This design comes from an exercise in tuning for small area and a short achievable clock period on the open sky130 flow, not from production work.
In this exercise RTL edits were held to simulation tests only and were not proved equivalent to the original.
Power and IR drop assume default switching activity. No driver is modelled on the clock port, so clocking that relies on it looks cheaper here than on a real chip.

07-18:
==> flow/design.v <==
`default_nettype none
module any1_alu_queue #(
   parameter int DEPTH        = 8,
   parameter int AFULL_MARGIN = 2
) (
   input  logic                     rst_i,
   input  logic                     clk_i,
   input  logic                     flush_i,
   input  logic [358:0]             rec_i,
   output logic [358:0]             rec_o,
   output logic                     valid_o,
   input  logic                     rdy_i,
   output logic [$clog2(DEPTH):0]   count_o,
   output logic                     full_o,
   output logic                     afull_o,
   output logic                     ovf_o
);
   localparam int PW = 358;            
   localparam int RN = DEPTH - 1;      
   logic [PW-1:0]  head;
   logic [PW-1:0]  ring [RN];
   logic [RN-1:0]  wptr;               
   logic [RN-1:0]  rsel;               
   logic [RN-1:0]  wsel_n;             
   logic [RN-1:0]  wsel_p;             
   logic [3:0]     count;
   logic           valid, full, afull, ovf;
   logic           le1;                
   logic           wr, go;
   logic           pop, push;
   logic           head_in;            
   logic           head_ring;          
   logic           head_hold;
   logic [RN-1:0]  head_sel;
   logic           ring_wr;            
   logic [RN-1:0]  ring_we;
   logic [3:0]     count_nx;
   logic [RN-1:0]  rptr_nx;
   logic [RN-1:0]  rptr;
   logic [RN-1:0]  wptr_nx;
   logic [PW-1:0]  head_nx;
   assign wr   = rec_i[358];
   assign go   = ~flush_i;
   assign pop  = valid & rdy_i & go;
   assign push = wr & go & (~full | pop);
   assign head_in   = wr & go & (rdy_i ? le1 : ~valid);
   assign head_ring = rdy_i & go & ~le1;
   assign head_sel  = {RN{rdy_i & go}} & rsel;
   assign head_hold = ~head_in & ~head_ring;
   assign ring_we = {RN{wr & go}} & (rdy_i ? wsel_p : wsel_n);
   assign ring_wr = |ring_we;
   always_comb begin
      count_nx = count;
      if (push & ~pop) count_nx = count + 4'd1;
      else if (pop & ~push) count_nx = count - 4'd1;
   end
   assign rptr_nx = head_ring ? {rptr[RN-2:0], rptr[RN-1]} : rptr;
   assign wptr_nx = ring_wr ? {wptr[RN-2:0], wptr[RN-1]} : wptr;
   always_ff @(posedge clk_i or posedge rst_i) begin
      if (rst_i) begin
         count <= '0;
         valid <= 1'b0;
         full  <= 1'b0;
         afull <= 1'b0;
         ovf   <= 1'b0;
         le1   <= 1'b1;
         rptr  <= RN'(1);
         rsel  <= '0;
         wptr  <= RN'(1);
         wsel_n <= '0;
         wsel_p <= '0;
      end else if (flush_i) begin
         count <= '0;
         valid <= 1'b0;
         full  <= 1'b0;
         afull <= 1'b0;
         ovf   <= 1'b0;
         le1   <= 1'b1;
         rptr  <= RN'(1);
         rsel  <= '0;
         wptr  <= RN'(1);
         wsel_n <= '0;
         wsel_p <= '0;
      end else begin
         count <= count_nx;
         valid <= (count_nx != 4'd0);
         full  <= (count_nx == 4'(DEPTH));
         afull <= (count_nx >= 4'(DEPTH - AFULL_MARGIN));
         le1   <= (count_nx <= 4'd1);
         if (wr & full & ~pop) ovf <= 1'b1;
         rptr  <= rptr_nx;
         rsel  <= (count_nx >= 4'd2) ? rptr_nx : '0;
         wptr  <= wptr_nx;
         wsel_n <= ((count_nx >= 4'd1) & (count_nx <= 4'(DEPTH - 1))) ? wptr_nx : '0;
         wsel_p <= (count_nx >= 4'd2) ? wptr_nx : '0;
      end
   end
   for (genvar b = 0; b < PW; b++) begin : g_head
      logic g0, g1, g2;
      any1_alu_queue_aoi222 u_g0 (
         .s0(head_hold),   .d0(head[b]),
         .s1(head_in),     .d1(rec_i[b]),
         .s2(head_sel[0]), .d2(ring[0][b]), .y(g0));
      any1_alu_queue_aoi222 u_g1 (
         .s0(head_sel[1]), .d0(ring[1][b]),
         .s1(head_sel[2]), .d1(ring[2][b]),
         .s2(head_sel[3]), .d2(ring[3][b]), .y(g1));
      any1_alu_queue_aoi222 u_g2 (
         .s0(head_sel[4]), .d0(ring[4][b]),
         .s1(head_sel[5]), .d1(ring[5][b]),
         .s2(head_sel[6]), .d2(ring[6][b]), .y(g2));
      any1_alu_queue_nand3 u_n (.a(g0), .b(g1), .c(g2), .y(head_nx[b]));
   end
   always_ff @(posedge clk_i) head <= head_nx;
   for (genvar k = 0; k < RN; k++) begin : g_ring
      always_ff @(posedge clk_i) begin
         if (ring_we[k]) ring[k] <= rec_i[PW-1:0];
      end
   end
   assign rec_o   = {valid, head};
   assign valid_o = valid;
   assign count_o = count;
   assign full_o  = full;
   assign afull_o = afull;
   assign ovf_o   = ovf;
endmodule
module any1_alu_queue_aoi222 (
   input  logic s0, d0, s1, d1, s2, d2,
   output logic y
);
   assign y = ~((s0 & d0) | (s1 & d1) | (s2 & d2));
endmodule
module any1_alu_queue_nand3 (
   input  logic a, b, c,
   output logic y
);
   assign y = ~(a & b & c);
endmodule
`default_nettype wire
Settings: LEC_CHECK=0, CAP_MARGIN=20, CORE_MARGIN=2, CORE_UTILIZATION=70, CTS_CLUSTER_DIAMETER=80, CTS_CLUSTER_SIZE=30, PLACE_DENSITY=0.8, SETUP_SLACK_MARGIN=2.2, SLEW_MARGIN=20, SYNTH_HIERARCHICAL=1, SYNTH_MINIMUM_KEEP_SIZE=0; clock period 4.4 ns.
standard.sh (not shown) runs the stock make flow with config.mk's settings and CLKGATE_MAP_FILE= SYNTH_SCRIPT=/design/flow/synth_recipe.tcl, a recipe that flattens the netlist after the stock synthesis.
==> flow/flow/run.sh <==
#!/bin/bash
# Layout flow: the standard ORFS flow (standard.sh), with the port
# buffers made from buf_2 cells instead of the default delay-buffer cell and
# the clock tree built without dummy balancing loads.
set -euo pipefail
export BUFFER_PORTS_ARGS="-buffer_cell sky130_fd_sc_hd__buf_2"
export CTS_ARGS="-sink_clustering_enable -repair_clock_nets -sink_clustering_size 30 -sink_clustering_max_diameter 80 -dont_use_dummy_load"
bash standard.sh > standard.log 2>&1
07-18: PASS, flow complete, no timing, DRC or antenna violations
Inputs modified between 07-18 and 05-20:
# 07-18
export LEC_CHECK = 0
export CAP_MARGIN = 20
export CORE_MARGIN = 2
export CORE_UTILIZATION = 70
export CTS_CLUSTER_DIAMETER = 80
export CTS_CLUSTER_SIZE = 30
export PLACE_DENSITY = 0.8
export SETUP_SLACK_MARGIN = 2.2
export SLEW_MARGIN = 20
export SYNTH_HIERARCHICAL = 1
export SYNTH_MINIMUM_KEEP_SIZE = 0
create_clock -name core_clock -period 4.4 [get_ports {clk_i}]
# 05-20
export LEC_CHECK = 0
export CAP_MARGIN = 20
export CORE_MARGIN = 2
export CORE_UTILIZATION = 65
export CTS_CLUSTER_DIAMETER = 80
export CTS_CLUSTER_SIZE = 30
export PLACE_DENSITY = 0.75
export SETUP_SLACK_MARGIN = 2.2
export SLEW_MARGIN = 20
export SYNTH_HIERARCHICAL = 1
export SYNTH_MINIMUM_KEEP_SIZE = 0
create_clock -name core_clock -period 4.4 [get_ports {clk_i}]
==> flow/flow/run.sh <==
#!/bin/bash
# Layout flow: the standard ORFS flow (standard.sh), with the port
# buffers made from buf_1 cells instead of the default delay-buffer cell and
# the clock tree built without dummy balancing loads.
set -euo pipefail
export BUFFER_PORTS_ARGS="-buffer_cell sky130_fd_sc_hd__buf_1"
export CTS_ARGS="-sink_clustering_enable -repair_clock_nets -sink_clustering_size 30 -sink_clustering_max_diameter 80 -dont_use_dummy_load"
bash standard.sh > standard.log 2>&1
Notes after the runs:
In the reports for 07-18 and 05-20, the larger power per standard cell area belongs to 05-20.
Re final cell count: 07-18 and 05-20 aren't equal, and the lower value belongs to 07-18.
Total wirelength of the detailed-routed design for 05-20: 5600 µm down relative to 07-18
Final-layout fill cell count ended up 24% higher on 05-20 than on 07-18.
On sequential standard cell area, 05-20 tracks 07-18 almost exactly.
On total number of multi-input combinational cells, 07-18 and 05-20 are basically level.
07-18 and 05-20 ended up with roughly the same multi-input gate share of the layout cell area.
05-20 reached the final stage; the timing, DRC and antenna checks on its layout passed.
The number of instances resized during post-cts repair in 05-20 was higher than what 07-18 gave.

## re-timing with driven ports
The flow's constraints put no driver on any port. The routed layouts listed below were extracted and timed again, unchanged, in two steps. Step 1: set_driving_cell puts a clkbuf_16 on clk_i and a buf_2 on each other input, an assumption about the parent block. Step 2, shift: input delay + t, output delay - t, t = (earliest + latest rising clock arrival at the registers) / 2. This alone moves slack from input paths to output paths. Three values: no drivers, after step 1, after step 2; two values: the first two.
| run | t (ns) | setup slack, ns | hold slack, ns | clock arrival spread, ns | worst slew at a driven data input, ns |
|---|---|---|---|---|---|
| 07-18 | 0.815 | 2.188 / 2.107 / 1.444 | 0.251 / 0.192 / 0.439 | 0.072 / 0.073 | 0.19 |
| 05-20 | 0.817 | 2.129 / 2.112 / 1.367 | 0.240 / 0.184 / 0.414 | 0.098 / 0.098 | 0.21 |
After both steps setup and hold are still met in every run listed. For 05-20, which loses most, drivers alone change the setup slack by -0.017 ns; drivers and shift together by -0.762 ns.
